This is an optimization exercise on Yosys and OpenROAD, whose aim is a short achievable clock period and few clock cycles, not a production implementation.
The RTL was checked by simulation tests, not by an equivalence proof against the original design.
Power is estimated from default activity; no workload was simulated.

Design core, start of the top module:
module core (
  input  logic               clk,
  input  logic               rst_n,
  input  core_pkg::xlen_t    boot_addr,
  input  core_pkg::xlen_t    instr_fromsram,
  input  core_pkg::xlen_t    dsram_rdata,
  output logic               isram_cs,
  output core_pkg::iaddr_t   isram_adr,
  output core_pkg::xlen_t    dsram_addr,
  output logic               dsram_cs,
  output logic               dsram_we,
  output core_pkg::byte_en_t dsram_ben,
  output core_pkg::xlen_t    dsram_wdata
);
  core_pkg::xlen_t ir;
  core_pkg::pdec_t ir_pd;
  logic [31:0]     ir_rs1_oh;
  logic [31:0]     ir_rs2_oh;
  logic            ir_valid;
  logic            stall;
  logic            advance;    
  fetch fetch_u (
    .clk            (clk),
    .rst_n          (rst_n),
    .boot_addr      (boot_addr),
    .instr_fromsram (instr_fromsram),
    .advance        (advance),
    .isram_cs       (isram_cs),
    .isram_adr      (isram_adr),
    .ir             (ir),
    .ir_pd          (ir_pd),
    .ir_rs1_oh      (ir_rs1_oh),
    .ir_rs2_oh      (ir_rs2_oh),
    .ir_valid       (ir_valid)
  );
  logic            d_valid;
  core_pkg::xlen_t d_ir;
  core_pkg::pdec_t pd;
  logic [3:0][31:0] d_rf1;     
  logic [3:0][31:0] d_rf2;
  core_pkg::xlen_t d_hold1;    
  core_pkg::xlen_t d_hold2;
  logic            q1e, q1m, q1wl, q1wa, q1wt, q1x, q1y, q1h, q1r;
  logic            q2e, q2m, q2wl, q2wa, q2wt, q2x, q2y, q2h, q2r;
  logic            e_wr;       
  logic            e_load;
  logic            e_store;
  logic            e_late;     
  core_pkg::reg_idx_t e_rd;
  logic            e_sub;
  logic            e_arith;    
  logic            e_and;
  ...
For scale: ~2600 flip-flops, about 200 I/O pins, about 99000 sq um of cells after synthesis.
clock: 6.3 ns
lec_check: 0
cap_margin: 20
core_margin: 2
core_utilization: 40
cts_cluster_diameter: 90
cts_cluster_size: 25
place_density: 0.65
setup_slack_margin: 3.8
slew_margin: 20
tns_end_percent: 100
standard.sh (not shown) runs the stock make flow with config.mk's settings and CLKGATE_MAP_FILE= SYNTH_SCRIPT=/design/flow/synth_recipe.tcl, a recipe that flattens the netlist after the stock synthesis.
==> flow/flow/run.sh <==
#!/bin/bash
# The standard layout (standard.sh), with one change to synthesis: logic is
# mapped by ABC with a delay-driven script (flow/speed.abc) and without the
# full-adder cells. Registers come out exactly as in the standard synthesis.
set -euo pipefail
W=$(pwd)
{ head -n 1 synth_recipe.tcl; cat flow/abc_override.tcl; tail -n +2 synth_recipe.tcl; } > own_synth.tcl
export OWN_ABC_SCRIPT=$W/flow/speed.abc
bash standard.sh SYNTH_SCRIPT=$W/own_synth.tcl ADDER_MAP_FILE= synth > synth.log 2>&1
bash standard.sh SYNTH_SCRIPT=$W/own_synth.tcl ADDER_MAP_FILE= finish > layout.log 2>&1
==> flow/flow/abc_override.tcl <==
# Every abc call maps with flow/speed.abc (a delay-driven script) in place of
# the script the flow names. abc sees only the logic between registers.
proc abc {args} {
  set i [lsearch $args -script]
  if {$i >= 0} { lset args [expr {$i + 1}] $::env(OWN_ABC_SCRIPT) }
  yosys abc {*}$args
}
==> flow/flow/speed.abc <==
strash
dch
map -D 1000
buffer -c
topo
stime -c
upsize -c -D 1000
dnsize -c -D 1000
The first run completed without violations.
Testbench counts at the start, summed over its fixed seeds: cycles 12,798.
Change:
- PLACE_DENSITY: 0.65 -> 0.55
Combinational power is higher by a few percent.
Hold slack is better by 0.011 ns.
Via count drops slightly.
Count of clock-buffer cells in the layout shrinks by 8.
Global-route usage rises by 0.35 points.
Setup slack is worse by 0.028 ns.
Routed wire length is higher slightly.
Power fell slightly.

## red
Another version of the RTL of core (not shown whole).
Size in the first run: ~9100 cells after synthesis, roughly 2100 flip-flops, ~200 I/O pins, roughly 81000 um^2 of cells after synthesis.
==> flow/config.mk <==
export PLATFORM = sky130hd
export DESIGN_NAME = core
export DESIGN_NICKNAME = core
export VERILOG_FILES = /design/flow/design.v
export SDC_FILE = /design/flow/constraint.sdc
export NUM_CORES = 4
export LEC_CHECK = 0
export CAP_MARGIN = 20
export CORE_MARGIN = 2
export CORE_UTILIZATION = 40
export CTS_CLUSTER_DIAMETER = 90
export CTS_CLUSTER_SIZE = 25
export PLACE_DENSITY = 0.55
export SETUP_SLACK_MARGIN = 3.8
export SLEW_MARGIN = 20
export TNS_END_PERCENT = 100
==> flow/constraint.sdc <==
create_clock -name core_clock -period 6.3 [get_ports {clk}]
set_input_delay 1.2600 -clock core_clock [delete_from_list [all_inputs] [get_ports {clk}]]
set_output_delay 1.2600 -clock core_clock [all_outputs]
set_load 0.01 [all_outputs]
Scripts as last shown in full above: flow/flow/run.sh, flow/flow/abc_override.tcl, flow/flow/speed.abc
red | status: complete | timing, DRC, antenna: pass
Testbench counts of red, summed over its fixed seeds: cycles 13,341.
[inputs] blue vs red
--- a/flow/config.mk
+++ b/flow/config.mk
@@ -10,4 +10,4 @@
 export CORE_UTILIZATION = 40
-export CTS_CLUSTER_DIAMETER = 90
-export CTS_CLUSTER_SIZE = 25
+export CTS_CLUSTER_DIAMETER = 100
+export CTS_CLUSTER_SIZE = 30
 export PLACE_DENSITY = 0.55
Notes after the runs:
- Comparing layout overhead on the synthesized area for blue and red, the smaller number came from blue.
- Compared blue vs red, and clock network contribution to total cell area is down in blue.
- Comparing blue against red, there is no change at all in count of buffers inserted at the top-level ports.

## what the ideal ports hide
No port has a modelled driver above. Below, the same layouts with a new extraction and two added sets of constraints.
Step 1: set_driving_cell puts a clkbuf_16 on clk and a buf_2 on each other input, an assumption about the parent block.
Step 2 times the ports against the registers' clock, not the clock port: input delays grow and output delays shrink by t, the midpoint of the rising clock arrivals with the driver on.
a / b / c = ideal / step 1 / step 2; a / b = the first two.
| run | t (ns) | slack for setup (ns) | worst setup path after step 2 |
|---|---|---|---|
| the first run of note 1 | 0.929 | 3.677 / 3.612 / 2.877 | input to register |
| the second run of note 1 | 0.945 | 3.649 / 3.619 / 2.958 | input to register |
| red | 0.872 | 3.718 / 3.670 / 3.039 | input to register |
| blue | 0.852 | 3.766 / 3.674 / 3.030 | input to register |
After both steps setup and hold are still met in every run listed. For the first run of note 1, which loses most, drivers alone change the setup slack by -0.065 ns; drivers and shift together by -0.800 ns.
